Context: an optimization exercise on an open-source flow, tuned for small area, a short achievable clock period and few clock cycles per item. The choices shown serve that exercise and are no tape-out recipe. Only simulation tests tie the RTL to the original design; equivalence was not proved.

**flow/design.v**
```verilog
`default_nettype none
package rpn_pkg;
  localparam int STACK_DEPTH = 8;
  localparam int PTR_W       = $clog2(STACK_DEPTH);
  localparam int CNT_W       = $clog2(STACK_DEPTH + 1);
  localparam int VAL_W  = 64;    
  localparam int FRAC_W = 32;
  localparam int TGT_W  = 11;
  localparam logic KIND_DIGIT = 1'b0;
  localparam logic KIND_OP    = 1'b1;
  localparam logic [1:0] OP_ADD = 2'd0;
  localparam logic [1:0] OP_SUB = 2'd1;
  localparam logic [1:0] OP_MUL = 2'd2;
  localparam logic [1:0] OP_DIV = 2'd3;
  localparam logic [1:0] ST_OK        = 2'd0;
  localparam logic [1:0] ST_DIV_ZERO  = 2'd1;
  localparam logic [1:0] ST_MALFORMED = 2'd2;
  localparam logic [1:0] ST_OVERFLOW  = 2'd3;
  localparam logic [TGT_W-1:0] TARGET_RESET = 11'sd10;
  localparam int DIV_STEPS = VAL_W + FRAC_W;
  localparam int STEP_W    = $clog2(DIV_STEPS + 1);
endpackage
`default_nettype wire
`default_nettype none
module rpn_ram #(
  parameter int WIDTH = 64,
  parameter int DEPTH = 6,
  parameter int AW    = 3
) (
  input  wire logic             clk_i,
  input  wire logic             we_i,
  input  wire logic [AW-1:0]    waddr_i,
  input  wire logic [WIDTH-1:0] wdata_i,
  input  wire logic [AW-1:0]    raddr_i,
  output logic      [WIDTH-1:0] rdata_o
);
  logic [WIDTH-1:0] mem_q [DEPTH];
  always_ff @(posedge clk_i) begin
    if (we_i) begin
      mem_q[waddr_i] <= wdata_i;
    end
  end
  assign rdata_o = (raddr_i < AW'(DEPTH)) ? mem_q[raddr_i] : '0;
endmodule
`default_nettype wire
`default_nettype none
import rpn_pkg::*;
module rpn_expression_evaluator
(
  input  wire logic                    clk_i,
  input  wire logic                    rst_ni,
  input  wire logic                    cfg_valid_i,
  output logic                         cfg_ready_o,
  input  wire logic signed [rpn_pkg::TGT_W-1:0] cfg_data_i,
  input  wire logic                    in_valid_i,
  output logic                         in_ready_o,
  input  wire logic                    kind_i,
  input  wire logic        [3:0]       digit_i,
  input  wire logic        [1:0]       operation_i,
  input  wire logic                    last_i,
  output logic                         out_valid_o,
  input  wire logic                    out_ready_i,
  output logic signed      [rpn_pkg::VAL_W-1:0] value_o,
  output logic             [1:0]       status_o,
  output logic                         hits_target_o
);
  localparam int XW = VAL_W + 6;   
  localparam logic [3:0] E_IDLE = 4'd0;   
  localparam logic [3:0] E_MUL2 = 4'd1;   
  localparam logic [3:0] E_FDIV = 4'd2;   
  localparam logic [3:0] E_FTAB = 4'd3;   
  localparam logic [3:0] E_S1   = 4'd4;   
  localparam logic [3:0] E_S2   = 4'd5;   
  localparam logic [3:0] E_SMUL = 4'd6;   
  localparam logic [3:0] E_SDIV = 4'd7;   
  localparam logic [3:0] E_F1   = 4'd8;   
  localparam logic [3:0] E_F2   = 4'd9;   
  localparam logic [3:0] E_FD0  = 4'd10;  
  localparam logic [VAL_W-1:0] POS_MAX = {1'b0, {(VAL_W-1){1'b1}}};
  localparam logic [VAL_W-1:0] NEG_MAG = {1'b1, {(VAL_W-1){1'b0}}};
  function automatic logic small_int(input logic [VAL_W-1:0] x);
    small_int = (x[FRAC_W-1:0] == '0) &&
                (x[VAL_W-1:FRAC_W+4] == {(VAL_W-FRAC_W-4){x[FRAC_W+4]}});
  endfunction
  function automatic logic ge6(input logic [5:0] a, input logic [5:0] b);
    logic g;
    g = 1'b1;
    for (int i = 0; i < 6; i++) begin
      g = (a[i] & ~b[i]) | (~(a[i] ^ b[i]) & g);
    end
    ge6 = g;
  endfunction
  function automatic logic [5:0] div4(input logic [3:0] r, input logic [1:0] b,
                                      input logic [5:0] d1, input logic [5:0] d2,
                                      input logic [5:0] d3);
    logic [5:0] t;
    logic       g1, g2, g3;
    t  = {r, b};
    g1 = ge6(t, d1);
    g2 = ge6(t, d2);
    g3 = ge6(t, d3);
    if (g3)      div4 = {4'(t - d3), 2'd3};
    else if (g2) div4 = {4'(t - d2), 2'd2};
    else if (g1) div4 = {4'(t - d1), 2'd1};
    else         div4 = {t[3:0], 2'd0};
  endfunction
  function automatic logic [FRAC_W-1:0] frac_tab(input logic [3:0] r, input logic [3:0] d);
    frac_tab = '0;
    case (d)
      4'h2: begin
        case (r)
          4'h0: frac_tab = 32'h00000000;
          4'h1: frac_tab = 32'h80000000;
          4'h2: frac_tab = 32'h00000000;
          default: frac_tab = '0;
        endcase
      end
      4'h3: begin
        case (r)
          4'h0: frac_tab = 32'h00000000;
          4'h1: frac_tab = 32'h55555555;
          4'h2: frac_tab = 32'haaaaaaaa;
          4'h3: frac_tab = 32'h00000000;
          default: frac_tab = '0;
        endcase
      end
      4'h4: begin
        case (r)
          4'h0: frac_tab = 32'h00000000;
          4'h1: frac_tab = 32'h40000000;
          4'h2: frac_tab = 32'h80000000;
          4'h3: frac_tab = 32'hc0000000;
          4'h4: frac_tab = 32'h00000000;
          default: frac_tab = '0;
        endcase
      end
      4'h5: begin
        case (r)
          4'h0: frac_tab = 32'h00000000;
          4'h1: frac_tab = 32'h33333333;
          4'h2: frac_tab = 32'h66666666;
          4'h3: frac_tab = 32'h99999999;
          4'h4: frac_tab = 32'hcccccccc;
          4'h5: frac_tab = 32'h00000000;
          default: frac_tab = '0;
        endcase
      end
      4'h6: begin
        case (r)
          4'h0: frac_tab = 32'h00000000;
          4'h1: frac_tab = 32'h2aaaaaaa;
          4'h2: frac_tab = 32'h55555555;
          4'h3: frac_tab = 32'h80000000;
          4'h4: frac_tab = 32'haaaaaaaa;
          4'h5: frac_tab = 32'hd5555555;
          4'h6: frac_tab = 32'h00000000;
          default: frac_tab = '0;
        endcase
      end
      4'h7: begin
        case (r)
          4'h0: frac_tab = 32'h00000000;
          4'h1: frac_tab = 32'h24924924;
          4'h2: frac_tab = 32'h49249249;
          4'h3: frac_tab = 32'h6db6db6d;
          4'h4: frac_tab = 32'h92492492;
          4'h5: frac_tab = 32'hb6db6db6;
          4'h6: frac_tab = 32'hdb6db6db;
          4'h7: frac_tab = 32'h00000000;
          default: frac_tab = '0;
        endcase
      end
      4'h8: begin
        case (r)
          4'h0: frac_tab = 32'h00000000;
          4'h1: frac_tab = 32'h20000000;
          4'h2: frac_tab = 32'h40000000;
          4'h3: frac_tab = 32'h60000000;
          4'h4: frac_tab = 32'h80000000;
          4'h5: frac_tab = 32'ha0000000;
          4'h6: frac_tab = 32'hc0000000;
          4'h7: frac_tab = 32'he0000000;
          4'h8: frac_tab = 32'h00000000;
          default: frac_tab = '0;
        endcase
      end
      4'h9: begin
        case (r)
          4'h0: frac_tab = 32'h00000000;
          4'h1: frac_tab = 32'h1c71c71c;
          4'h2: frac_tab = 32'h38e38e38;
          4'h3: frac_tab = 32'h55555555;
          4'h4: frac_tab = 32'h71c71c71;
          4'h5: frac_tab = 32'h8e38e38e;
          4'h6: frac_tab = 32'haaaaaaaa;
          4'h7: frac_tab = 32'hc71c71c7;
          4'h8: frac_tab = 32'he38e38e3;
          4'h9: frac_tab = 32'h00000000;
          default: frac_tab = '0;
        endcase
      end
      4'ha: begin
        case (r)
          4'h0: frac_tab = 32'h00000000;
          4'h1: frac_tab = 32'h19999999;
          4'h2: frac_tab = 32'h33333333;
          4'h3: frac_tab = 32'h4ccccccc;
          4'h4: frac_tab = 32'h66666666;
          4'h5: frac_tab = 32'h80000000;
          4'h6: frac_tab = 32'h99999999;
          4'h7: frac_tab = 32'hb3333333;
          4'h8: frac_tab = 32'hcccccccc;
          4'h9: frac_tab = 32'he6666666;
          4'ha: frac_tab = 32'h00000000;
          default: frac_tab = '0;
        endcase
      end
      4'hb: begin
        case (r)
          4'h0: frac_tab = 32'h00000000;
          4'h1: frac_tab = 32'h1745d174;
          4'h2: frac_tab = 32'h2e8ba2e8;
          4'h3: frac_tab = 32'h45d1745d;
          4'h4: frac_tab = 32'h5d1745d1;
          4'h5: frac_tab = 32'h745d1745;
          4'h6: frac_tab = 32'h8ba2e8ba;
          4'h7: frac_tab = 32'ha2e8ba2e;
          4'h8: frac_tab = 32'hba2e8ba2;
          4'h9: frac_tab = 32'hd1745d17;
          4'ha: frac_tab = 32'he8ba2e8b;
          4'hb: frac_tab = 32'h00000000;
          default: frac_tab = '0;
        endcase
      end
      4'hc: begin
        case (r)
          4'h0: frac_tab = 32'h00000000;
          4'h1: frac_tab = 32'h15555555;
          4'h2: frac_tab = 32'h2aaaaaaa;
          4'h3: frac_tab = 32'h40000000;
          4'h4: frac_tab = 32'h55555555;
          4'h5: frac_tab = 32'h6aaaaaaa;
          4'h6: frac_tab = 32'h80000000;
          4'h7: frac_tab = 32'h95555555;
          4'h8: frac_tab = 32'haaaaaaaa;
          4'h9: frac_tab = 32'hc0000000;
          4'ha: frac_tab = 32'hd5555555;
          4'hb: frac_tab = 32'heaaaaaaa;
          4'hc: frac_tab = 32'h00000000;
          default: frac_tab = '0;
        endcase
      end
      4'hd: begin
        case (r)
          4'h0: frac_tab = 32'h00000000;
          4'h1: frac_tab = 32'h13b13b13;
          4'h2: frac_tab = 32'h27627627;
          4'h3: frac_tab = 32'h3b13b13b;
          4'h4: frac_tab = 32'h4ec4ec4e;
          4'h5: frac_tab = 32'h62762762;
          4'h6: frac_tab = 32'h76276276;
          4'h7: frac_tab = 32'h89d89d89;
          4'h8: frac_tab = 32'h9d89d89d;
          4'h9: frac_tab = 32'hb13b13b1;
          4'ha: frac_tab = 32'hc4ec4ec4;
          4'hb: frac_tab = 32'hd89d89d8;
          4'hc: frac_tab = 32'hec4ec4ec;
          4'hd: frac_tab = 32'h00000000;
          default: frac_tab = '0;
        endcase
      end
      4'he: begin
        case (r)
          4'h0: frac_tab = 32'h00000000;
          4'h1: frac_tab = 32'h12492492;
          4'h2: frac_tab = 32'h24924924;
          4'h3: frac_tab = 32'h36db6db6;
          4'h4: frac_tab = 32'h49249249;
          4'h5: frac_tab = 32'h5b6db6db;
          4'h6: frac_tab = 32'h6db6db6d;
          4'h7: frac_tab = 32'h80000000;
          4'h8: frac_tab = 32'h92492492;
          4'h9: frac_tab = 32'ha4924924;
          4'ha: frac_tab = 32'hb6db6db6;
          4'hb: frac_tab = 32'hc9249249;
          4'hc: frac_tab = 32'hdb6db6db;
          4'hd: frac_tab = 32'hedb6db6d;
          4'he: frac_tab = 32'h00000000;
          default: frac_tab = '0;
        endcase
      end
      4'hf: begin
        case (r)
          4'h0: frac_tab = 32'h00000000;
          4'h1: frac_tab = 32'h11111111;
          4'h2: frac_tab = 32'h22222222;
          4'h3: frac_tab = 32'h33333333;
          4'h4: frac_tab = 32'h44444444;
          4'h5: frac_tab = 32'h55555555;
          4'h6: frac_tab = 32'h66666666;
          4'h7: frac_tab = 32'h77777777;
          4'h8: frac_tab = 32'h88888888;
          4'h9: frac_tab = 32'h99999999;
          4'ha: frac_tab = 32'haaaaaaaa;
          4'hb: frac_tab = 32'hbbbbbbbb;
          4'hc: frac_tab = 32'hcccccccc;
          4'hd: frac_tab = 32'hdddddddd;
          4'he: frac_tab = 32'heeeeeeee;
          4'hf: frac_tab = 32'h00000000;
          default: frac_tab = '0;
        endcase
      end
      default: frac_tab = '0;
    endcase
  endfunction
  logic [7:0]             fh_q, fs_q;       
  logic                   fvh_q, fvs_q;
  logic [VAL_W-1:0]       tos_q, tos_d;
  logic [XW-VAL_W-1:0]    tx_q, tx_d;       
  logic [VAL_W-1:0]       nos_q, nos_d;
  logic [3:0]             dc_q, dc_d;       
  logic                   dcv_q, dcv_d;     
  logic                   tsm_q, tsm_d;     
  logic                   nsm_q, nsm_d;
  logic [STACK_DEPTH-3:0] msm_q;            
  logic                   nneg_q, nneg_d;   
  logic [VAL_W-1:0]       w_q, w_d;
  logic [XW-VAL_W-1:0]    wx_q, wx_d;       
  logic [3:0]             depth_q, depth_d;
  logic [1:0]             err_q, err_d;
  logic [3:0]             st_q, st_d;
  logic [6:0]             cnt_q, cnt_d;
  logic [6:0]             lr_q, lr_d;       
  logic [6:0]             md_q, md_d;       
  logic [3:0]             rem_q, rem_d;
  logic [3:0]             dv_q, dv_d;
  logic [5:0]             dv3_q, dv3_d;
  logic                   neg_q, neg_d;
  logic                   last_q, last_d;
  logic                   mul_q, mul_d;
  logic                   fint_q, fint_d;
  logic                   fz_q, fz_d;       
  logic                   run_q, run_d;     
  logic [15:0]            oh_q, oh_d;       
  logic [3:0]             nib_q, nib_d;     
  logic                   sticky_q, sticky_d;
  logic                   fin_q, fin_d;     
  logic [TGT_W-1:0]       target_q;
  logic                   mem_we;
  logic [2:0]             mem_waddr, mem_raddr;
  logic [VAL_W-1:0]       mem_rdata;
  rpn_ram #(
    .WIDTH (VAL_W),
    .DEPTH (STACK_DEPTH - 2),
    .AW    (3)
  ) u_stack (
    .clk_i   (clk_i),
    .we_i    (mem_we),
    .waddr_i (mem_waddr),
    .wdata_i (nos_q),
    .raddr_i (mem_raddr),
    .rdata_o (mem_rdata)
  );
  assign mem_waddr = 3'(depth_q - 4'd2);
  assign mem_raddr = 3'(depth_q - 4'd3);
  logic       tk_kind, tk_last;
  logic [3:0] tk_digit;
  logic [1:0] tk_op;
  logic       consume, accept, taken;
  assign tk_kind  = fh_q[0];
  assign tk_digit = fh_q[4:1];
  assign tk_op    = fh_q[6:5];
  assign tk_last  = fh_q[7];
  assign in_ready_o  = !fvs_q;
  assign accept      = in_valid_i && !fvs_q;
  assign cfg_ready_o = 1'b1;
  assign taken   = fin_q && out_ready_i;
  logic dstall;
  assign dstall  = tk_kind == KIND_OP && tk_op == OP_DIV && !dcv_q && tsm_q &&
                   !tos_q[VAL_W-1] && nos_q[VAL_W-1];
  assign consume = fvh_q && (((st_q == E_IDLE) && (!fin_q || out_ready_i) && !dstall) ||
                             ((st_q == E_MUL2) && !last_q && tk_kind == KIND_DIGIT));
  always_ff @(posedge clk_i or negedge rst_ni) begin
    if (!rst_ni) begin
      fvh_q <= 1'b0;
      fvs_q <= 1'b0;
    end else begin
      if (!fvh_q) begin
        fvh_q <= accept;
      end else if (!fvs_q) begin
        if (consume) fvh_q <= accept;
        else         fvs_q <= accept;
      end else if (consume) begin
        fvs_q <= 1'b0;
      end
    end
  end
  always_ff @(posedge clk_i) begin
    if (!fvh_q || (consume && !fvs_q)) begin
      fh_q <= {last_i, operation_i, digit_i, kind_i};
    end else if (consume) begin
      fh_q <= fs_q;
    end
    if (!fvs_q) begin
      fs_q <= {last_i, operation_i, digit_i, kind_i};
    end
  end
  logic             t_small, n_small, tos_zero;
  logic [4:0]       t_int, n_int;
  logic [3:0]       t_abs;
  logic             div_neg;
  logic [XW-1:0]    divc;
  logic [3:0]       top_nib;
  assign t_small  = tsm_q;
  assign n_small  = nsm_q;
  assign t_int    = tos_q[FRAC_W+4:FRAC_W];
  assign n_int    = nos_q[FRAC_W+4:FRAC_W];
  assign tos_zero = (tos_q == '0);
  assign t_abs    = tos_q[VAL_W-1] ? 4'(-t_int) : t_int[3:0];
  assign div_neg  = tos_q[VAL_W-1] ^ nos_q[VAL_W-1];
  assign divc     = {{(XW-4){1'b0}}, {4{div_neg}} & (tos_q[VAL_W-1] ? ~t_int[3:0] : dc_q)};
  always_comb begin
    logic [VAL_W-1:0] m;
    m       = nos_q ^ {VAL_W{nos_q[VAL_W-1]}};
    top_nib = '0;
    for (int i = 1; i < 16; i++) begin
      if (m[4*i +: 4] != '0) top_nib = 4'(i);
    end
  end
  logic [VAL_W-1:0] mul_x;
  logic [4:0]       mul_s;
  logic [XW-1:0]    cs_s, cs_c;
  assign mul_x = t_small ? nos_q : tos_q;
  assign mul_s = t_small ? t_int : n_int;
  always_comb begin
    logic [XW-1:0] xe, pp0, pp1, pp2, corr, s1, c1;
    logic [5:0]    sb;
    logic [2:0]    one, two, neg;
    xe = {{(XW-VAL_W){mul_x[VAL_W-1]}}, mul_x};
    sb = {mul_s[4], mul_s};
    for (int i = 0; i < 3; i++) begin
      logic lo, mid, hi;
      lo     = (i == 0) ? 1'b0 : sb[2*i-1];
      mid    = sb[2*i];
      hi     = sb[2*i+1];
      one[i] = mid ^ lo;
      two[i] = (hi & ~mid & ~lo) | (~hi & mid & lo);
      neg[i] = hi & ~(mid & lo);
    end
    pp0  = (({XW{one[0]}} & xe) | ({XW{two[0]}} & (xe << 1))) ^ {XW{neg[0]}};
    pp1  = ((({XW{one[1]}} & xe) | ({XW{two[1]}} & (xe << 1))) ^ {XW{neg[1]}}) << 2;
    pp2  = ((({XW{one[2]}} & xe) | ({XW{two[2]}} & (xe << 1))) ^ {XW{neg[2]}}) << 4;
    corr = {{(XW-5){1'b0}}, neg[2], 1'b0, neg[1], 1'b0, neg[0]};
    s1   = pp0 ^ pp1 ^ pp2;
    c1   = ((pp0 & pp1) | (pp0 & pp2) | (pp1 & pp2)) << 1;
    cs_s = s1 ^ c1 ^ corr;
    cs_c = ((s1 & c1) | (s1 & corr) | (c1 & corr)) << 1;
  end
  logic             ainv, binv, cin, aext, bext;
  logic [XW-1:0]    ca, cb, raw;
  logic             dbit;
  logic             ovf, sat_en, force_sat, sat_neg;
  logic [VAL_W-1:0] res_sat;
  assign dbit = !cnt_q[6] && w_q[VAL_W-1];
  logic [XW:0] sum1;
  assign sum1 = {ca ^ {XW{ainv}}, 1'b1} + {cb ^ {XW{binv}}, cin};
  assign raw  = sum1[XW:1];
  assign ovf     = (raw[XW-1:VAL_W-1] != {(XW-VAL_W+1){raw[VAL_W-1]}});
  assign sat_neg = force_sat ? neg_q : raw[XW-1];
  assign res_sat = ((ovf && sat_en) || force_sat) ? (sat_neg ? NEG_MAG : POS_MAX) : raw[VAL_W-1:0];
  logic cpa_small;
  assign cpa_small = small_int(raw[VAL_W-1:0]) && !(ovf && sat_en) && !force_sat;
  logic [3:0]       fd_in, fd_q, fd_r;
  logic [3:0]       nib_at, nib_next;
  always_comb begin
    nib_at   = '0;
    nib_next = '0;
    for (int i = 0; i < 16; i++) begin
      nib_at = nib_at | ({4{oh_q[i]}} & tos_q[4*i +: 4]);
    end
    for (int i = 0; i < 15; i++) begin
      nib_next = nib_next | ({4{oh_q[i+1]}} & tos_q[4*i +: 4]);
    end
    nib_at   = nib_at ^ {4{neg_q}};
    nib_next = nib_next ^ {4{neg_q}};
  end
  always_comb begin
    logic [5:0] o1, o2;
    fd_in = nib_q;
    o1    = div4(rem_q, fd_in[3:2], {2'b00, dv_q}, {1'b0, dv_q, 1'b0}, dv3_q);
    o2    = div4(o1[5:2], fd_in[1:0], {2'b00, dv_q}, {1'b0, dv_q, 1'b0}, dv3_q);
    fd_q  = {o1[1:0], o2[1:0]};
    fd_r  = o2[5:2];
  end
  logic [10:0] sh_q;
  logic       op_div;
  assign op_div = (tk_op == OP_DIV);
  always_comb begin
    logic a_nos, a_s, a_sh, a_w;
    logic b_tos, b_c, b_divc;
    a_nos     = sh_q[E_IDLE] | sh_q[E_S1] | sh_q[E_SMUL];
    a_s       = sh_q[E_MUL2];
    a_sh      = sh_q[E_SDIV];
    a_w       = sh_q[E_F2];
    b_tos     = (sh_q[E_IDLE] & !op_div) | sh_q[E_S2] | (sh_q[E_SMUL] & w_q[0]) | sh_q[E_SDIV];
    b_c       = sh_q[E_MUL2];
    b_divc    = sh_q[E_IDLE] & op_div;
    aext      = nos_q[VAL_W-1] & !sh_q[E_SMUL];
    bext      = tos_q[VAL_W-1] & !(sh_q[E_SMUL] | sh_q[E_SDIV]);
    ainv      = (b_divc & tos_q[VAL_W-1]) | (sh_q[E_S1] & nos_q[VAL_W-1]) | (sh_q[E_F2] & neg_q);
    binv      = (sh_q[E_IDLE] & (tk_op == OP_SUB)) | (sh_q[E_S2] & tos_q[VAL_W-1]) |
                (sh_q[E_SDIV] & !nneg_q);
    cin       = ainv | binv;
    sat_en    = !b_divc & !sh_q[E_S2];
    force_sat = sh_q[E_F2] & sticky_q;
    ca = ({XW{a_nos}} & {{(XW-VAL_W){aext}}, nos_q}) |
         ({XW{a_s}}   & {tx_q, tos_q}) |
         ({XW{a_sh}}  & {{(XW-VAL_W-1){nneg_q}}, nos_q, dbit}) |
         ({XW{a_w}}   & {{(XW-VAL_W){1'b0}}, w_q});
    cb = ({XW{b_tos}}  & {{(XW-VAL_W){bext}}, tos_q}) |
         ({XW{b_c}}    & {wx_q, w_q}) |
         ({XW{b_divc}} & divc);
  end
  logic [VAL_W-1:0] tos_fd, tos_ft;
  always_comb begin
    tos_fd = tos_q;
    for (int i = 0; i < 16; i++) begin
      if (oh_q[i]) tos_fd[4*i +: 4] = fd_q ^ {4{neg_q}};
    end
    tos_ft = {tos_q[VAL_W-1:FRAC_W],
              (frac_tab(rem_q + 4'(neg_q), dv_q) ^ {FRAC_W{neg_q}}) + FRAC_W'(neg_q)};
  end
  logic [1:0] err_base;
  assign err_base = fin_q ? ST_OK : err_q;
  always_comb begin
    logic       fin;        
    logic [1:0] err_n;
    logic [3:0] depth_n;
    logic       pop;
    logic       skip;
    logic       pushed;
    st_d      = st_q;
    tos_d     = tos_q;
    tx_d      = tx_q;
    nos_d     = nos_q;
    w_d       = w_q;
    wx_d      = wx_q;
    cnt_d     = cnt_q;
    lr_d      = lr_q;
    md_d      = md_q;
    rem_d     = rem_q;
    dv_d      = dv_q;
    dv3_d     = dv3_q;
    neg_d     = neg_q;
    last_d    = last_q;
    mul_d     = mul_q;
    fint_d    = fint_q;
    fz_d      = fz_q;
    run_d     = run_q;
    oh_d      = oh_q;
    nib_d     = nib_q;
    nneg_d    = nneg_q;
    tsm_d     = tsm_q;
    nsm_d     = nsm_q;
    sticky_d  = sticky_q;
    err_n     = err_q;
    depth_n   = depth_q;
    fin       = 1'b0;
    pop       = 1'b0;
    skip      = 1'b0;
    pushed    = 1'b0;
    mem_we    = 1'b0;
    case (st_q)
      E_IDLE: begin
        if (consume) begin
          last_d = tk_last;
          err_n  = err_base;
          fin    = tk_last;
          if (err_base == ST_OK) begin
            if (tk_kind == KIND_DIGIT) begin
              if (depth_q == 4'(STACK_DEPTH)) begin
                err_n = ST_OVERFLOW;
              end else begin
                mem_we  = (depth_q >= 4'd2);
                pushed  = 1'b1;
                nos_d   = tos_q;
                nsm_d   = tsm_q;
                tos_d   = {{(VAL_W-FRAC_W-4){1'b0}}, tk_digit, {FRAC_W{1'b0}}};
                tsm_d   = 1'b1;
                depth_n = depth_q + 4'd1;
              end
            end else if (depth_q < 4'd2) begin
              err_n = ST_MALFORMED;
            end else begin
              case (tk_op)
                OP_ADD, OP_SUB: begin
                  tos_d = res_sat;
                  tsm_d = cpa_small;
                  pop   = 1'b1;
                end
                OP_MUL: begin
                  if (t_small || n_small) begin
                    {tx_d, tos_d} = cs_s;
                    {wx_d, w_d}   = cs_c;
                    tsm_d         = 1'b0;
                    pop           = 1'b1;
                    st_d          = E_MUL2;
                    fin           = 1'b0;
                  end else begin
                    mul_d = 1'b1;
                    st_d  = E_S1;
                    fin   = 1'b0;
                  end
                end
                default: begin
                  if (tos_zero) begin
                    err_n = ST_DIV_ZERO;
                  end else if (t_small && (t_int == 5'h01 || t_int == 5'h1f)) begin
                    {tx_d, tos_d} = cs_s;
                    {wx_d, w_d}   = cs_c;
                    tsm_d         = 1'b0;
                    pop           = 1'b1;
                    st_d          = E_MUL2;
                    fin           = 1'b0;
                  end else if (t_small && t_int != 5'h10) begin
                    neg_d = div_neg;
                    dv_d  = t_abs;
                    dv3_d = 6'(t_abs) + 6'({t_abs, 1'b0});
                    pop   = 1'b1;
                    rem_d = '0;
                    if (nos_q[VAL_W-1] && tos_q[VAL_W-1] && top_nib != 4'hf) begin
                      cnt_d = {3'd0, top_nib + 4'd1};
                    end else begin
                      cnt_d = {3'd0, top_nib};
                    end
                    oh_d   = 16'd1 << cnt_d[3:0];
                    fint_d = (nos_q[FRAC_W-1:0] == '0) && (cnt_d[3:0] >= 4'd8);
                    fz_d   = div_neg && !raw[XW-1];
                    tos_d  = raw[VAL_W-1:0];
                    tsm_d  = 1'b0;
                    fin    = 1'b0;
                    if (nos_q[VAL_W-1] || tos_q[VAL_W-1]) begin
                      st_d  = E_FD0;
                    end else begin
                      nib_d = '0;
                      for (int i = 0; i < 16; i++) begin
                        nib_d = nib_d | ({4{oh_d[i]}} & nos_q[4*i +: 4]);
                      end
                      st_d  = E_FDIV;
                    end
                  end else begin
                    mul_d = 1'b0;
                    st_d  = E_S1;
                    fin   = 1'b0;
                  end
                end
              endcase
            end
          end
        end
      end
      E_MUL2: begin
        st_d = E_IDLE;
        if (consume) begin
          last_d  = tk_last;
          fin     = tk_last;
          mem_we  = (depth_q >= 4'd2);
          pushed  = 1'b1;
          nos_d   = res_sat;
          nsm_d   = cpa_small;
          tos_d   = {{(VAL_W-FRAC_W-4){1'b0}}, tk_digit, {FRAC_W{1'b0}}};
          tsm_d   = 1'b1;
          depth_n = depth_q + 4'd1;
        end else begin
          tos_d = res_sat;
          tsm_d = cpa_small;
          fin   = last_q;
        end
      end
      E_FD0: begin
        nib_d = nib_at;
        if (fz_q) begin
          tos_d = '0;
          tsm_d = 1'b1;
          st_d  = E_IDLE;
          fin   = last_q;
        end else begin
          st_d  = E_FDIV;
        end
      end
      E_FDIV: begin
        tos_d = tos_fd;
        tsm_d = 1'b0;   
        rem_d = fd_r;
        nib_d = nib_next;
        oh_d  = oh_q >> 1;
        if (oh_q[0]) begin
          st_d = E_IDLE;
          fin  = last_q;
        end else if (fint_q && oh_q[8]) begin
          st_d = E_FTAB;
        end
      end
      E_FTAB: begin
        tos_d = tos_ft;
        tsm_d = 1'b0;
        st_d = E_IDLE;
        fin  = last_q;
      end
      E_S1: begin
        w_d   = raw[VAL_W-1:0];
        neg_d = div_neg;
        st_d  = E_S2;
      end
      E_S2: begin
        tos_d    = raw[VAL_W-1:0];
        tsm_d    = 1'b0;
        nos_d    = '0;
        nneg_d   = 1'b0;
        cnt_d    = '0;
        lr_d     = '0;
        md_d     = '0;
        run_d    = 1'b0;
        sticky_d = 1'b0;
        st_d     = mul_q ? E_SMUL : E_SDIV;
      end
      E_SMUL: begin
        nos_d = raw[VAL_W:1];
        w_d   = {raw[0], w_q[VAL_W-1:1]};
        cnt_d = cnt_q + 7'd1;
        if (cnt_q == 7'd63) st_d = E_F1;
      end
      E_F1: begin
        w_d      = {nos_q[FRAC_W-1:0], w_q[VAL_W-1:FRAC_W]};
        sticky_d = |nos_q[VAL_W-1:FRAC_W];
        st_d     = E_F2;
      end
      E_SDIV: begin
        md_d = '0;
        for (int i = 0; i < VAL_W; i++) begin
          if (tos_q[i]) md_d = 7'(i + 1);
        end
        skip = !run_q && (cnt_q <= 7'd56 || (cnt_q >= 7'd64 && cnt_q <= 7'd88)) &&
               (lr_q + 7'd9 <= md_q || (lr_q == '0 && w_q[VAL_W-1:VAL_W-8] == '0));
        if (skip) begin
          nos_d    = {nos_q[VAL_W-9:0], cnt_q[6] ? 8'd0 : w_q[VAL_W-1:VAL_W-8]};
          w_d      = {w_q[VAL_W-9:0], 8'd0};
          sticky_d = sticky_q || (cnt_q[6] && w_q[VAL_W-1:VAL_W-8] != '0);
          lr_d     = (lr_q == '0 && w_q[VAL_W-1:VAL_W-8] == '0) ? lr_q : lr_q + 7'd8;
          cnt_d    = cnt_q + 7'd8;
        end else begin
          nos_d    = raw[VAL_W-1:0];
          nneg_d   = raw[XW-1];
          run_d    = 1'b1;
          w_d      = {w_q[VAL_W-2:0], !raw[XW-1]};
          sticky_d = sticky_q || (cnt_q[6] && w_q[VAL_W-1]);
          lr_d     = (lr_q == 7'd64) ? lr_q : lr_q + 7'd1;
          cnt_d    = cnt_q + 7'd1;
        end
        if (cnt_d == 7'(DIV_STEPS)) st_d = E_F2;
      end
      default: begin   
        tos_d     = res_sat;
        tsm_d     = cpa_small;
        pop       = 1'b1;
        st_d      = E_IDLE;
        fin       = last_q;
      end
    endcase
    if (pushed) begin
      dc_d  = tk_digit - 4'd1;
      dcv_d = 1'b1;
    end else begin
      dc_d  = t_int[3:0] - 4'd1;
      dcv_d = (st_q == E_IDLE) && !consume;
    end
    if (pop) begin
      nos_d   = mem_rdata;
      nsm_d   = (mem_raddr < 3'(STACK_DEPTH - 2)) && msm_q[mem_raddr];
      depth_n = depth_q - 4'd1;
    end
    err_d   = taken ? ST_OK : err_q;
    depth_d = depth_q;
    fin_d   = fin_q && !taken;
    if (consume || st_q != E_IDLE) begin
      err_d   = err_n;
      depth_d = depth_n;
    end
    if (fin) begin
      err_d   = (err_n == ST_OK && depth_n != 4'd1) ? ST_MALFORMED : err_n;
      depth_d = '0;
      fin_d   = 1'b1;
    end
  end
  logic [VAL_W-1:0] tgt_fix;
  assign tgt_fix = {{(VAL_W-FRAC_W-TGT_W){target_q[TGT_W-1]}}, target_q, {FRAC_W{1'b0}}};
  always_ff @(posedge clk_i or negedge rst_ni) begin
    if (!rst_ni) begin
      st_q        <= E_IDLE;
      sh_q        <= 11'd1;
      depth_q     <= '0;
      err_q       <= ST_OK;
      fin_q       <= 1'b0;
      target_q    <= TARGET_RESET;
    end else begin
      st_q        <= st_d;
      sh_q        <= 11'd1 << st_d;
      depth_q     <= depth_d;
      err_q       <= err_d;
      fin_q       <= fin_d;
      if (cfg_valid_i) begin
        target_q <= cfg_data_i;
      end
    end
  end
  always_ff @(posedge clk_i) begin
    tos_q    <= tos_d;
    tx_q     <= tx_d;
    nos_q    <= nos_d;
    w_q      <= w_d;
    wx_q     <= wx_d;
    cnt_q    <= cnt_d;
    lr_q     <= lr_d;
    md_q     <= md_d;
    rem_q    <= rem_d;
    dv_q     <= dv_d;
    dv3_q    <= dv3_d;
    neg_q    <= neg_d;
    last_q   <= last_d;
    mul_q    <= mul_d;
    fint_q   <= fint_d;
    fz_q     <= fz_d;
    run_q    <= run_d;
    oh_q     <= oh_d;
    nib_q    <= nib_d;
    nneg_q   <= nneg_d;
    sticky_q <= sticky_d;
    tsm_q    <= tsm_d;
    dc_q     <= dc_d;
    dcv_q    <= dcv_d;
    nsm_q    <= nsm_d;
    if (mem_we) begin
      msm_q[mem_waddr] <= nsm_q;
    end
  end
  assign out_valid_o   = fin_q;
  assign value_o       = (err_q == ST_OK) ? tos_q : '0;
  assign status_o      = err_q;
  assign hits_target_o = (err_q == ST_OK) && (tos_q == tgt_fix);
endmodule
`default_nettype wire
```
**flow/run.sh**
```bash
#!/bin/bash
# synth_recipe.tcl (not shown) runs the flow's synth.tcl, then flattens the netlist and writes it again
# the make line also repeats each setting of config.mk as NAME=value (left out here)
make -C /OpenROAD-flow-scripts/flow DESIGN_CONFIG=/design/flow/config.mk WORK_HOME=/design/flow/orfs CLKGATE_MAP_FILE= SYNTH_SCRIPT=/design/flow/synth_recipe.tcl finish
```
**flow/config.mk**
```make
export PLATFORM = sky130hd
export DESIGN_NAME = rpn_expression_evaluator
export DESIGN_NICKNAME = rpn_expression_evaluator
export VERILOG_FILES = /design/flow/design.v
export SDC_FILE = /design/flow/constraint.sdc
export NUM_CORES = 4
export LEC_CHECK = 0
export CAP_MARGIN = 20
export CORE_MARGIN = 2
export CORE_UTILIZATION = 40
export SETUP_SLACK_MARGIN = 4.8
export SLEW_MARGIN = 20
```
**flow/constraint.sdc**
```tcl
create_clock -name core_clock -period 10.0 [get_ports {clk_i}]
set_input_delay 2.0000 -clock core_clock [delete_from_list [all_inputs] [get_ports {clk_i}]]
set_output_delay 2.0000 -clock core_clock [all_outputs]
set_load 0.01 [all_outputs]
```
==> flow_summary.toml, run 1 <==
[run_status]
status = "timing/DRC/antenna clean"

[sta]
hold_viol = 0
max_freq_mhz = 155
max_slew_margin_pct = 19.4
timing.final.crit_period_ps = 6440
tns_ps = 0
rsz0062_at_grt = "yes"
fin_crit_sh_pct = 64.4
fin_worst_skew_ps = 26.1
setup_violations = 0
slew_violations = 0
worstMarginPinSlew_ps = 1200

[synth]
synth_compound_area_share_pct = 22.1
synth_xor_xnor_area_share_pct = 6.66
synth-edff-count = 673
synth_flop_cell = "edfxtp_1"
avgSynthCellArea_um2 = 9.21
yosysTopAreaCell = "edfxtp_1"
ys_seq_elements = 709
synthAdderAreaFrac_pct = 7.20
synthMuxAreaShare_pct = 7.05
ys_warn_count = 2
synth_top_area_share_pct = 35.0
synth_top_family_by_area = "compound AO/OA/AOI/OAI gates"
synth-simple-area-share_pct = 15.8
synth_cells = 6263
synth_area_mm2 = 0.0577
synth_area_leaders = "edfxtp_1 (35%), nand2_1 (5.0%), ha_1 (4.7%), a21oi_1 (4.4%), xnor2_1 (3.9%)"
async_flop_share_pct = 4.37
synth.distinct_cells = 112
synthesis.nets = 6575
ys_seq_area_share_pct = 36.6

[placement]
portBuffers = 92
post_dp_cell_area_mm2 = 0.0613
dp.final_hpwl_um = 209000
gp_congestion = 1.08

[grt]
grt_pass1_wl_um = 432000
grt_pass1_vias = 55600
grt.overflow.total = 0
antenna_found_initial = 44
grt_usage_pct = 41.2
grt_max_degree = 98

[critical_path]
critPathMaxFanout = 14
crit_arrival_ps = 7000
end_kind = "flop"
cp.required_ps = 10560
crit_type = "flop to flop"
r2r_end = "nsm_q$_DFFE_PP_"
r2r_slack_ps = 3560
setup.worst_path.end = "nsm_q$_DFFE_PP_"
rr_worst_depth = 21
crit_start = "tos_q[63]$_DFFE_PP_"
timing.rr.start = "tos_q[63]$_DFFE_PP_"
cp-start-kind = "flop"

[clock_network]
h-tree-depth = 3
clock-sinks = 709
clkTransAtPathRegs_ps = 60
cts.path.max_buffers = 3
numCtsBuffers = 83
cts_tree = "done"
cts_hold_buf = 0
insertion_delay_ps = 730
cts-root-buf = "clkbuf_16"

[floorplanning]
ios = 94
fp.dieH_um = 384
start_util_pct = 40.2
core_mm2 = 0.143
rows = 139
die_width_um = 384
dieArea_mm2 = 0.147

[detailed_routing]
drt_pass1_iterations = 15
drt_iter0_drc = 12100
drc = 0
wl_um = 314000
vias = 60900
ant_nets = 0
wire_per_inst_um = 37.0
vias_per_cell = 7.19

[final_layout]
area_growth_pct = 22.1
finish.instance_area_mm2 = 0.0704
fin_util_pct = 49.1
drive_above_1_share_pct = 21.4
finalNetCount = 6783

[min_path]
hp-class = "flop to flop"

[run]
drv_cap = 0
==> placed cells by master (no fill, tap or decap), drive strengths merged, types with 116 or more instances in the layout <==
cell / netlist / routed
a21oi: 513 / 513
a221oi: 149 / 149
a222oi: 116 / 116
a22oi: 165 / 165
buf: 121 / 574
edfxtp: 673 / 673
ha: 215 / 215
inv: 118 / 123
mux2i: 155 / 155
nand2: 776 / 776
nor2: 506 / 508
nor3: 206 / 206
o21ai: 278 / 279
xnor2: 256 / 256
xor2: 176 / 176
==> sequential cells by signal, summed over array words and instances (netlist names), 5 cells and up <==
register,count
cnt_q,7
dv3_q,6
fh_q,8
fs_q,8
lr_q,7
md_q,7
msm_q,6
nos_q,64
oh_q,16
sh_q,7
target_q,11
tos_q,64
tx_q,5
u_stack.mem_q,384
w_q,64
wx_q,6
==> layer usage <==
metal  part of all wire, %  wire length [um]  track usage (%)
met5                  0.33              1040             4.55
met1                    34            108000             48.5
met2                    38            120000             55.4
met4                    10             32700             31.8
met3                    16             51600             21.8
==> repair_timing <==
| item | CTS | global route |
|---|---|---|
| pin swaps | 148 | 143 |
| buffers inserted | 214 | 74 |
| endpoints found under the hold margin | 0 | 0 |
| resized for setup | 425 | 210 |
| endpoints found under the setup margin | 544 | 390 |
| gates cloned | 32 | 5 |
==> how the worst min path moves through the flow <==
stage                            startpoint                       to  slack (ps)  cells past startpoint
floorplan                 fh_q[1]$_DFFE_PP_          dc_q[0]$_DFF_P_         480                      1
global placement          fvs_q$_DFFE_PN0P_          fvh_q$_DFF_PN0_         500                      1
detailed placement  target_q[6]$_DFFE_PN0P_  target_q[6]$_DFFE_PN0P_         530                      1
CTS                 target_q[6]$_DFFE_PN0P_  target_q[6]$_DFFE_PN0P_         550                      1
global route        target_q[6]$_DFFE_PN0P_  target_q[6]$_DFFE_PN0P_         550                      1
finish              target_q[6]$_DFFE_PN0P_  target_q[6]$_DFFE_PN0P_         540                      1
==> synthesized netlist by cell type, types with 26 or more instances <==
library cell and count:
o21a_1 45, o221ai_1 48, nor3_1 202, nor4_1 35
nand2_1 775, inv_1 113, nor2b_1 35, and3_1 44
a222oi_1 116, a211oi_1 42, dfrtp_1 28, nand2b_1 39
xor2_1 174, o21ai_0 260, a22o_1 30, or4_1 37
ha_1 215, o211ai_1 52, xnor2_1 256, edfxtp_1 673
a21oi_1 508, a31oi_1 94, fa_1 73, mux2i_1 154
nor2_1 503, a221oi_2 31, buf_1 77, mux2_2 84
o31ai_1 26, mux4_2 69, a21o_1 40, a22oi_1 165
nand3_1 115, and2_1 72, clkbuf_1 442, nand4_1 53
o22ai_1 55, a221oi_1 118, buf_2 35
==> stage by stage <==
stage | hold WS, ps | instances | setup WS [ps]
finish | 540 | 8476 | 3560
global route | 554 | 8441 | 3660
CTS | 545 | 8353 | 3910
detailed placement | 532 | 7961 | 2100
global placement | 500 | 7959 | 1430
floorplan | 479 | 6263 | 4680
==> cells by family after synthesis <==
family | Yosys count
adders and majority gates | 288
other | 1
AOI/OAI and AO/OA | 1836
muxes | 308
xor gates and xnor gates | 434
DFF | 709
and+or+nand+nor | 1999
buffers and inverters | 688
==> final cells by class <==
type	instances	area (um2)
Timing Repair Buffer	674	6630
Sequential cell	709	21100
Tap cell	1903	2380
Fill cell	13200	72900
Antenna cell	41	103
Clock buffer	101	2220
Clock inverter	45	523
Multi-Input combinational cell	4881	37000
Inverter	122	484
==> critical path, cell delays in order (launching register included) <==
cell,delay [ps]
edfxtp_1,370
buf_12,230
inv_12,110
o21ai_0,910
a222oi_1,250
xnor2_1,190
ha_1,250
or3_4,400
a21o_4,230
a41o_1,190
xor2_1,140
buf_4,150
or4_1,520
or4_4,440
nor3_4,140
nand4_1,120
nor2_1,140
nor3b_4,370
o211ai_1,150
buf_4,210
or4_4,570
a21oi_2,160
Testbench counts, summed over its fixed seeds: cycles 52,245, exprs 3,200.
==> run 2, diff against run 1 <==
--- a/flow/design.v
+++ b/flow/design.v
@@ -76,33 +76,38 @@
   localparam logic [3:0] E_F1   = 4'd8;   
   localparam logic [3:0] E_F2   = 4'd9;   
   localparam logic [3:0] E_FD0  = 4'd10;  
+  localparam logic [3:0] E_CHK  = 4'd11;  
   localparam logic [VAL_W-1:0] POS_MAX = {1'b0, {(VAL_W-1){1'b1}}};
   localparam logic [VAL_W-1:0] NEG_MAG = {1'b1, {(VAL_W-1){1'b0}}};
   function automatic logic small_int(input logic [VAL_W-1:0] x);
     small_int = (x[FRAC_W-1:0] == '0) &&
                 (x[VAL_W-1:FRAC_W+4] == {(VAL_W-FRAC_W-4){x[FRAC_W+4]}});
   endfunction
-  function automatic logic ge6(input logic [5:0] a, input logic [5:0] b);
+  function automatic logic byte_int(input logic [VAL_W-1:0] x);
+    byte_int = (x[FRAC_W-1:0] == '0) &&
+               (x[VAL_W-1:FRAC_W+8] == {(VAL_W-FRAC_W-8){x[FRAC_W+8]}});
+  endfunction
+  function automatic logic ge10(input logic [9:0] a, input logic [9:0] b);
     logic g;
     g = 1'b1;
-    for (int i = 0; i < 6; i++) begin
+    for (int i = 0; i < 10; i++) begin
       g = (a[i] & ~b[i]) | (~(a[i] ^ b[i]) & g);
     end
-    ge6 = g;
+    ge10 = g;
   endfunction
-  function automatic logic [5:0] div4(input logic [3:0] r, input logic [1:0] b,
-                                      input logic [5:0] d1, input logic [5:0] d2,
-                                      input logic [5:0] d3);
-    logic [5:0] t;
+  function automatic logic [9:0] div4(input logic [7:0] r, input logic [1:0] b,
+                                      input logic [9:0] d1, input logic [9:0] d2,
+                                      input logic [9:0] d3);
+    logic [9:0] t;
     logic       g1, g2, g3;
     t  = {r, b};
-    g1 = ge6(t, d1);
-    g2 = ge6(t, d2);
-    g3 = ge6(t, d3);
-    if (g3)      div4 = {4'(t - d3), 2'd3};
-    else if (g2) div4 = {4'(t - d2), 2'd2};
-    else if (g1) div4 = {4'(t - d1), 2'd1};
-    else         div4 = {t[3:0], 2'd0};
+    g1 = ge10(t, d1);
+    g2 = ge10(t, d2);
+    g3 = ge10(t, d3);
+    if (g3)      div4 = {8'(t - d3), 2'd3};
+    else if (g2) div4 = {8'(t - d2), 2'd2};
+    else if (g1) div4 = {8'(t - d1), 2'd1};
+    else         div4 = {t[7:0], 2'd0};
   endfunction
   function automatic logic [FRAC_W-1:0] frac_tab(input logic [3:0] r, input logic [3:0] d);
     frac_tab = '0;
@@ -318,8 +323,10 @@
   logic [VAL_W-1:0]       tos_q, tos_d;
   logic [XW-VAL_W-1:0]    tx_q, tx_d;       
   logic [VAL_W-1:0]       nos_q, nos_d;
-  logic [3:0]             dc_q, dc_d;       
+  logic [7:0]             dc_q, dc_d;       
   logic                   dcv_q, dcv_d;     
+  logic                   psg_q, psg_d;     
+  logic                   tbi_q, tbi_d;     
   logic                   tsm_q, tsm_d;     
   logic                   nsm_q, nsm_d;
   logic [STACK_DEPTH-3:0] msm_q;            
@@ -332,9 +339,9 @@
   logic [6:0]             cnt_q, cnt_d;
   logic [6:0]             lr_q, lr_d;       
   logic [6:0]             md_q, md_d;       
-  logic [3:0]             rem_q, rem_d;
-  logic [3:0]             dv_q, dv_d;
-  logic [5:0]             dv3_q, dv3_d;
+  logic [7:0]             rem_q, rem_d;
+  logic [7:0]             dv_q, dv_d;
+  logic [9:0]             dv3_q, dv3_d;
   logic                   neg_q, neg_d;
   logic                   last_q, last_d;
   logic                   mul_q, mul_d;
@@ -375,10 +382,13 @@
   assign accept      = in_valid_i && !fvs_q;
   assign cfg_ready_o = 1'b1;
   assign taken   = fin_q && out_ready_i;
-  logic dstall;
-  assign dstall  = tk_kind == KIND_OP && tk_op == OP_DIV && !dcv_q && tsm_q &&
-                   !tos_q[VAL_W-1] && nos_q[VAL_W-1];
-  assign consume = fvh_q && (((st_q == E_IDLE) && (!fin_q || out_ready_i) && !dstall) ||
+  logic dstall, need_chk, chkd_q, chkd_d;
+  assign need_chk = tk_kind == KIND_OP && !chkd_q && !fin_q && depth_q >= 4'd2 &&
+                    err_q == ST_OK &&
+                    ((tk_op == OP_MUL && !tsm_q && !nsm_q) || (tk_op == OP_DIV && !tbi_q));
+  assign dstall  = tk_kind == KIND_OP && tk_op == OP_DIV && !dcv_q && tbi_q;
+  assign consume = fvh_q && (((st_q == E_IDLE) && (!fin_q || out_ready_i) && !dstall &&
+                              !need_chk) ||
                              ((st_q == E_MUL2) && !last_q && tk_kind == KIND_DIGIT));
   always_ff @(posedge clk_i or negedge rst_ni) begin
     if (!rst_ni) begin
@@ -407,7 +417,8 @@
   end
   logic             t_small, n_small, tos_zero;
   logic [4:0]       t_int, n_int;
-  logic [3:0]       t_abs;
+  logic [8:0]       t_int8;
+  logic [7:0]       t_abs;
   logic             div_neg;
   logic [XW-1:0]    divc;
   logic [3:0]       top_nib;
@@ -416,9 +427,10 @@
   assign t_int    = tos_q[FRAC_W+4:FRAC_W];
   assign n_int    = nos_q[FRAC_W+4:FRAC_W];
   assign tos_zero = (tos_q == '0);
-  assign t_abs    = tos_q[VAL_W-1] ? 4'(-t_int) : t_int[3:0];
+  assign t_int8   = tos_q[FRAC_W+8:FRAC_W];
+  assign t_abs    = tos_q[VAL_W-1] ? 8'(-t_int8) : t_int8[7:0];
   assign div_neg  = tos_q[VAL_W-1] ^ nos_q[VAL_W-1];
-  assign divc     = {{(XW-4){1'b0}}, {4{div_neg}} & (tos_q[VAL_W-1] ? ~t_int[3:0] : dc_q)};
+  assign divc     = {{(XW-8){1'b0}}, dc_q};
   always_comb begin
     logic [VAL_W-1:0] m;
     m       = nos_q ^ {VAL_W{nos_q[VAL_W-1]}};
@@ -431,6 +443,9 @@
   logic [4:0]       mul_s;
   logic [XW-1:0]    cs_s, cs_c;
   assign mul_x = t_small ? nos_q : tos_q;
+  logic mul_neg;
+  assign mul_neg = (mul_x[VAL_W-1] ^ mul_s[4]) && (mul_s != '0) &&
+                   (t_small ? (nos_q != '0) : !tos_zero);
   assign mul_s = t_small ? t_int : n_int;
   always_comb begin
     logic [XW-1:0] xe, pp0, pp1, pp2, corr, s1, c1;
@@ -468,9 +483,8 @@
   assign ovf     = (raw[XW-1:VAL_W-1] != {(XW-VAL_W+1){raw[VAL_W-1]}});
   assign sat_neg = force_sat ? neg_q : raw[XW-1];
   assign res_sat = ((ovf && sat_en) || force_sat) ? (sat_neg ? NEG_MAG : POS_MAX) : raw[VAL_W-1:0];
-  logic cpa_small;
-  assign cpa_small = small_int(raw[VAL_W-1:0]) && !(ovf && sat_en) && !force_sat;
-  logic [3:0]       fd_in, fd_q, fd_r;
+  logic [3:0]       fd_in, fd_q;
+  logic [7:0]       fd_r;
   logic [3:0]       nib_at, nib_next;
   always_comb begin
     nib_at   = '0;
@@ -484,15 +498,25 @@
     nib_at   = nib_at ^ {4{neg_q}};
     nib_next = nib_next ^ {4{neg_q}};
   end
+  logic tail_zero;
+  always_comb begin
+    logic below;
+    below     = 1'b0;
+    tail_zero = 1'b1;
+    for (int i = 14; i >= 0; i--) begin
+      below = below | oh_q[i+1];
+      if (below && tos_q[4*i +: 4] != {4{neg_q}}) tail_zero = 1'b0;
+    end
+  end
   always_comb begin
-    logic [5:0] o1, o2;
+    logic [9:0] o1, o2;
     fd_in = nib_q;
     o1    = div4(rem_q, fd_in[3:2], {2'b00, dv_q}, {1'b0, dv_q, 1'b0}, dv3_q);
-    o2    = div4(o1[5:2], fd_in[1:0], {2'b00, dv_q}, {1'b0, dv_q, 1'b0}, dv3_q);
+    o2    = div4(o1[9:2], fd_in[1:0], {2'b00, dv_q}, {1'b0, dv_q, 1'b0}, dv3_q);
     fd_q  = {o1[1:0], o2[1:0]};
-    fd_r  = o2[5:2];
+    fd_r  = o2[9:2];
   end
-  logic [10:0] sh_q;
+  logic [11:0] sh_q;
   logic       op_div;
   assign op_div = (tk_op == OP_DIV);
   always_comb begin
@@ -528,7 +552,7 @@
       if (oh_q[i]) tos_fd[4*i +: 4] = fd_q ^ {4{neg_q}};
     end
     tos_ft = {tos_q[VAL_W-1:FRAC_W],
-              (frac_tab(rem_q + 4'(neg_q), dv_q) ^ {FRAC_W{neg_q}}) + FRAC_W'(neg_q)};
+              (frac_tab(rem_q[3:0] + 4'(neg_q), dv_q[3:0]) ^ {FRAC_W{neg_q}}) + FRAC_W'(neg_q)};
   end
   logic [1:0] err_base;
   assign err_base = fin_q ? ST_OK : err_q;
@@ -538,7 +562,7 @@
     logic [3:0] depth_n;
     logic       pop;
     logic       skip;
-    logic       pushed;
+    logic       pushed, mpushed;
     st_d      = st_q;
     tos_d     = tos_q;
     tx_d      = tx_q;
@@ -561,6 +585,7 @@
     nib_d     = nib_q;
     nneg_d    = nneg_q;
     tsm_d     = tsm_q;
+    tbi_d     = tbi_q;
     nsm_d     = nsm_q;
     sticky_d  = sticky_q;
     err_n     = err_q;
@@ -569,9 +594,21 @@
     pop       = 1'b0;
     skip      = 1'b0;
     pushed    = 1'b0;
+    mpushed   = 1'b0;
+    psg_d     = mul_neg;
+    chkd_d    = (st_q == E_CHK) || (chkd_q && !consume);
     mem_we    = 1'b0;
     case (st_q)
+      E_CHK: begin
+        tsm_d  = small_int(tos_q);
+        nsm_d  = small_int(nos_q);
+        tbi_d  = byte_int(tos_q);
+        st_d   = E_IDLE;
+      end
       E_IDLE: begin
+        if (fvh_q && need_chk) begin
+          st_d = E_CHK;
+        end
         if (consume) begin
           last_d = tk_last;
           err_n  = err_base;
@@ -587,6 +624,7 @@
                 nsm_d   = tsm_q;
                 tos_d   = {{(VAL_W-FRAC_W-4){1'b0}}, tk_digit, {FRAC_W{1'b0}}};
                 tsm_d   = 1'b1;
+                tbi_d   = 1'b1;
                 depth_n = depth_q + 4'd1;
               end
             end else if (depth_q < 4'd2) begin
@@ -595,7 +633,8 @@
               case (tk_op)
                 OP_ADD, OP_SUB: begin
                   tos_d = res_sat;
-                  tsm_d = cpa_small;
+                  tsm_d = 1'b0;
+                  tbi_d = 1'b0;
                   pop   = 1'b1;
                 end
                 OP_MUL: begin
@@ -603,6 +642,7 @@
                     {tx_d, tos_d} = cs_s;
                     {wx_d, w_d}   = cs_c;
                     tsm_d         = 1'b0;
+                    tbi_d         = 1'b0;
                     pop           = 1'b1;
                     st_d          = E_MUL2;
                     fin           = 1'b0;
@@ -619,13 +659,14 @@
                     {tx_d, tos_d} = cs_s;
                     {wx_d, w_d}   = cs_c;
                     tsm_d         = 1'b0;
+                    tbi_d         = 1'b0;
                     pop           = 1'b1;
                     st_d          = E_MUL2;
                     fin           = 1'b0;
-                  end else if (t_small && t_int != 5'h10) begin
+                  end else if (tbi_q && t_int8 != 9'h100) begin
                     neg_d = div_neg;
                     dv_d  = t_abs;
-                    dv3_d = 6'(t_abs) + 6'({t_abs, 1'b0});
+                    dv3_d = 10'(t_abs) + 10'({t_abs, 1'b0});
                     pop   = 1'b1;
                     rem_d = '0;
                     if (nos_q[VAL_W-1] && tos_q[VAL_W-1] && top_nib != 4'hf) begin
@@ -634,10 +675,12 @@
                       cnt_d = {3'd0, top_nib};
                     end
                     oh_d   = 16'd1 << cnt_d[3:0];
-                    fint_d = (nos_q[FRAC_W-1:0] == '0) && (cnt_d[3:0] >= 4'd8);
+                    fint_d = (nos_q[FRAC_W-1:0] == '0) && (cnt_d[3:0] >= 4'd8) &&
+                             (t_abs[7:4] == '0);
                     fz_d   = div_neg && !raw[XW-1];
                     tos_d  = raw[VAL_W-1:0];
                     tsm_d  = 1'b0;
+                    tbi_d  = 1'b0;
                     fin    = 1'b0;
                     if (nos_q[VAL_W-1] || tos_q[VAL_W-1]) begin
                       st_d  = E_FD0;
@@ -665,15 +708,17 @@
           last_d  = tk_last;
           fin     = tk_last;
           mem_we  = (depth_q >= 4'd2);
-          pushed  = 1'b1;
+          mpushed = 1'b1;
           nos_d   = res_sat;
-          nsm_d   = cpa_small;
+          nsm_d   = 1'b0;
           tos_d   = {{(VAL_W-FRAC_W-4){1'b0}}, tk_digit, {FRAC_W{1'b0}}};
           tsm_d   = 1'b1;
+          tbi_d   = 1'b1;
           depth_n = depth_q + 4'd1;
         end else begin
           tos_d = res_sat;
-          tsm_d = cpa_small;
+          tsm_d = 1'b0;
+          tbi_d = 1'b0;
           fin   = last_q;
         end
       end
@@ -682,6 +727,7 @@
         if (fz_q) begin
           tos_d = '0;
           tsm_d = 1'b1;
+          tbi_d = 1'b1;
           st_d  = E_IDLE;
           fin   = last_q;
         end else begin
@@ -691,10 +737,11 @@
       E_FDIV: begin
         tos_d = tos_fd;
         tsm_d = 1'b0;   
+        tbi_d = 1'b0;
         rem_d = fd_r;
         nib_d = nib_next;
         oh_d  = oh_q >> 1;
-        if (oh_q[0]) begin
+        if (oh_q[0] || (fd_r == '0 && tail_zero)) begin
           st_d = E_IDLE;
           fin  = last_q;
         end else if (fint_q && oh_q[8]) begin
@@ -704,6 +751,7 @@
       E_FTAB: begin
         tos_d = tos_ft;
         tsm_d = 1'b0;
+        tbi_d = 1'b0;
         st_d = E_IDLE;
         fin  = last_q;
       end
@@ -715,6 +763,7 @@
       E_S2: begin
         tos_d    = raw[VAL_W-1:0];
         tsm_d    = 1'b0;
+        tbi_d    = 1'b0;
         nos_d    = '0;
         nneg_d   = 1'b0;
         cnt_d    = '0;
@@ -761,18 +810,19 @@
       end
       default: begin   
         tos_d     = res_sat;
-        tsm_d     = cpa_small;
+        tsm_d     = 1'b0;
+        tbi_d     = 1'b0;
         pop       = 1'b1;
         st_d      = E_IDLE;
         fin       = last_q;
       end
     endcase
-    if (pushed) begin
-      dc_d  = tk_digit - 4'd1;
+    if (pushed || mpushed) begin
+      dc_d  = {8{mpushed ? psg_q : tos_q[VAL_W-1]}} & (8'(tk_digit) - 8'd1);
       dcv_d = 1'b1;
     end else begin
-      dc_d  = t_int[3:0] - 4'd1;
-      dcv_d = (st_q == E_IDLE) && !consume;
+      dc_d  = {8{div_neg}} & (tos_q[VAL_W-1] ? ~t_int8[7:0] : t_int8[7:0] - 8'd1);
+      dcv_d = ((st_q == E_IDLE) && !consume) || (st_q == E_CHK);
     end
     if (pop) begin
       nos_d   = mem_rdata;
@@ -797,14 +847,16 @@
   always_ff @(posedge clk_i or negedge rst_ni) begin
     if (!rst_ni) begin
       st_q        <= E_IDLE;
-      sh_q        <= 11'd1;
+      sh_q        <= 12'd1;
+      chkd_q      <= 1'b0;
       depth_q     <= '0;
       err_q       <= ST_OK;
       fin_q       <= 1'b0;
       target_q    <= TARGET_RESET;
     end else begin
       st_q        <= st_d;
-      sh_q        <= 11'd1 << st_d;
+      sh_q        <= 12'd1 << st_d;
+      chkd_q      <= chkd_d;
       depth_q     <= depth_d;
       err_q       <= err_d;
       fin_q       <= fin_d;
@@ -836,8 +888,10 @@
     nneg_q   <= nneg_d;
     sticky_q <= sticky_d;
     tsm_q    <= tsm_d;
+    tbi_q    <= tbi_d;
     dc_q     <= dc_d;
     dcv_q    <= dcv_d;
+    psg_q    <= psg_d;
     nsm_q    <= nsm_d;
     if (mem_we) begin
       msm_q[mem_waddr] <= nsm_q;
--- a/flow/config.mk
+++ b/flow/config.mk
@@ -7,6 +7,6 @@
 export LEC_CHECK = 0
 export CAP_MARGIN = 20
 export CORE_MARGIN = 2
-export CORE_UTILIZATION = 40
-export SETUP_SLACK_MARGIN = 4.8
+export CORE_UTILIZATION = 35
+export SETUP_SLACK_MARGIN = 2.5
 export SLEW_MARGIN = 20
==> flow_summary.toml, run 2 <==
[run_status]
status = "complete, but fails checks"
check.faults = "max-capacitance violations, max-slew violations"

[synth]
synth_common_cells = "nand2_1 (786), edfxtp_1 (686), nor2_1 (529), a21oi_1 (461), clkbuf_1 (438)"
yosysMostFrequentCell = "nand2_1"
synth_cells = 6496
yosysTopAreaCell = "edfxtp_1"
synth_area_mm2 = 0.0601
ys_warn_count = 2
synth_flop_cell = "edfxtp_1"
synth-edff-count = 686
synthesis.nets = 6843
synth_top_area_share_pct = 34.3
ys_seq_area_share_pct = 35.9
synth.distinct_cells = 120
synth_area_leaders = "edfxtp_1 (34%), ha_1 (5.2%), nand2_1 (4.9%), xnor2_1 (4.9%), a21oi_1 (3.8%)"
async_flop_share_pct = 4.40
ys_seq_elements = 728
avgSynthCellArea_um2 = 9.26

[detailed_routing]
vias = 60900
drt_pass1_iterations = 10
wire_per_inst_um = 39.1
vias_per_cell = 6.94
ant_nets = 0
drt_iter0_drc = 10500
wl_um = 343000
drc = 0

[final_layout]
fillers = 17000
area_growth_pct = 12.6
multi_input_area_mm2 = 0.0362
final_cell_mix = "nand2_1 (783), edfxtp_1 (686), nor2_1 (520)"
fin_util_pct = 39.6
finalNetCount = 6798
largest_register_ffs = 384
finish.instance_area_mm2 = 0.0677
drive_above_1_share_pct = 12.0
final_common_cell = "nand2_1"
seq_area_mm2 = 0.0216
largest-register = "u_stack.mem_q"

[critical_path]
r2r_slack_ps = 2490
crit_arrival_ps = 7880
end_kind = "flop"
cp_slowest_cell = "a31oi_1"
crit_start = "sh_q[9]$_DFF_PN0_"
rr_worst_depth = 16
crit_type = "flop to flop"
cp-start-kind = "flop"
crit_path_cell_trace = "a22o_1 -> a21oi_4 -> buf_12 -> xnor2_1 -> ha_1 -> o21a_1 -> o21a_1 -> a311oi_2 -> nand3_1 -> o21a_4 -> or4_1 -> and4_1 -> or3_1 -> a41o_4 -> or3_1 -> a31oi_1"
r2r_end = "tos_q[63]$_DFFE_PP_"
critPathMaxFanout = 62
cp.required_ps = 10370
max_stage_delay_ps = 800
timing.rr.start = "sh_q[9]$_DFF_PN0_"

[clock_network]
cts-root-buf = "clkbuf_16"
clock-sinks = 728
insertion_delay_ps = 760
clkTransAtPathRegs_ps = 60
cts_tree = "done"
cts.path.max_buffers = 3
h-tree-depth = 3
cts_hold_buf = 0
numCtsBuffers = 86

[floorplanning]
start_util_pct = 35.1
ios = 94
dieArea_mm2 = 0.175
rows = 152
core_mm2 = 0.171
fp.dieH_um = 418
die_width_um = 418

[sta]
max_slew_margin_pct = -31.9
fin_crit_sh_pct = 75.1
setup_violations = 0
rsz0062_at_grt = "no"
slew_violations = 7
tns_ps = 0
timing.final.crit_period_ps = 7510
hold_viol = 0
worstMarginPinSlew_ps = 1960
max_freq_mhz = 133
fin_worst_skew_ps = 93.3

[min_path]
hp-class = "flop to flop"
min_to = "chkd_q$_DFF_PN0_"
min_from = "chkd_q$_DFF_PN0_"
hold_depth = 1

[grt]
grt_usage_pct = 37.9
grt_max_degree = 131
grt_pass1_vias = 56600
grt_pass1_wl_um = 465000
antenna_found_initial = 47
grt.overflow.total = 0

[placement]
gp_congestion = 1.08
portBuffers = 92
post_dp_cell_area_mm2 = 0.0645
dp.final_hpwl_um = 248000

[run]
drv_cap = 1

[power]
run 2: cell families after synthesis:
family                   share of synthesized area (%)
XOR/XNOR                                          6.86
adder cells (fa/ha/maj)                           7.63
multiplexers                                      6.84
other                                          0.00624
AO/OA/AOI/OAI                                     23.4
AND/OR/NAND/NOR                                   14.7
flip-flops                                        35.9
buffers and inverters                             4.65
run 2: routing by layer:
| metal | global-route usage, % | wire length, um |
|---|---|---|
| met5 | 0.306 | 261 |
| met1 | 44.2 | 123000 |
| met2 | 55.1 | 142000 |
| met4 | 31.1 | 35200 |
| met3 | 14.2 | 43200 |
run 2: area by class of cell:
class | count | area share (%)
Multi-Input combinational cell | 5052 | 53.5
Inverter | 161 | 0.900
Clock buffer | 103 | 3.29
Antenna cell | 28 | 0.103
Timing Repair Buffer | 422 | 5.17
Sequential cell | 728 | 31.9
Tap cell | 2233 | 4.13
Clock inverter | 54 | 0.983
run 2: critical path, delay by kind of cell (launching register included):
kind	cells	cell delay, ps
AO/OA/AOI/OAI	8	3290
adder cells (fa/ha/maj)	1	370
AND/OR/NAND/NOR	5	2170
XOR/XNOR	1	140
flip-flops	1	690
buffers and inverters	1	360
run 2: metrics by stage:
step | worst slack, ps | instances | hold slack (ps)
6_report | 2490 | 8781 | 512
3_5_place_dp | 1920 | 8581 | 491
4_1_cts | 2510 | 8742 | 508
3_3_place_gp | 2100 | 8581 | 488
5_1_grt | 2540 | 8755 | 532
2_1_floorplan | 3250 | 6496 | 465
run 2: worst max-delay path by stage:
stage / depth (start not counted) / to / slack, ps
finish: 16 / tos_q[63]$_DFFE_PP_ / 2490
global route: 17 / tos_q[63]$_DFFE_PP_ / 2540
CTS: 16 / w_q[14]$_DFFE_PP_ / 2510
detailed placement: 19 / tx_q[4]$_DFFE_PP_ / 1920
global placement: 19 / tx_q[3]$_DFFE_PP_ / 2100
floorplan: 17 / w_q[0]$_DFFE_PP_ / 3250
run 2: timing repair:
action | in CTS | in global routing
setup buffers | 3 | 10
pin swaps | 2 | 1
cloned | 1 | 1
setup endpoints to repair | 123 | 137
resized for setup | 10 | 18
Testbench counts of run 2, summed over its fixed seeds: cycles 49,220, exprs 3,200.

## afterwards: timing with drivers on the ports
No port has a modelled driver above. Below, the same layouts with a new extraction and two added sets of constraints. Step 1 sets driving cells, clkbuf_16 on the clock port and buf_2 on the other inputs (assumed; they add their load-dependent delay and slew). Step 2 times the ports against the registers' clock, not the clock port: input delays grow and output delays shrink by t, the midpoint of the rising clock arrivals with the driver on. Three values: ideal, step 1, step 2; two values: the first two.
run	t (ns)	setup WS [ns]	worst setup path after step 2	latest minus earliest clock arrival (ns)
run 1	0.805	3.561 / 3.561 / 3.561	register to register	0.026 / 0.027
run 2	0.807	2.488 / 2.488 / 2.488	register to register	0.094 / 0.093
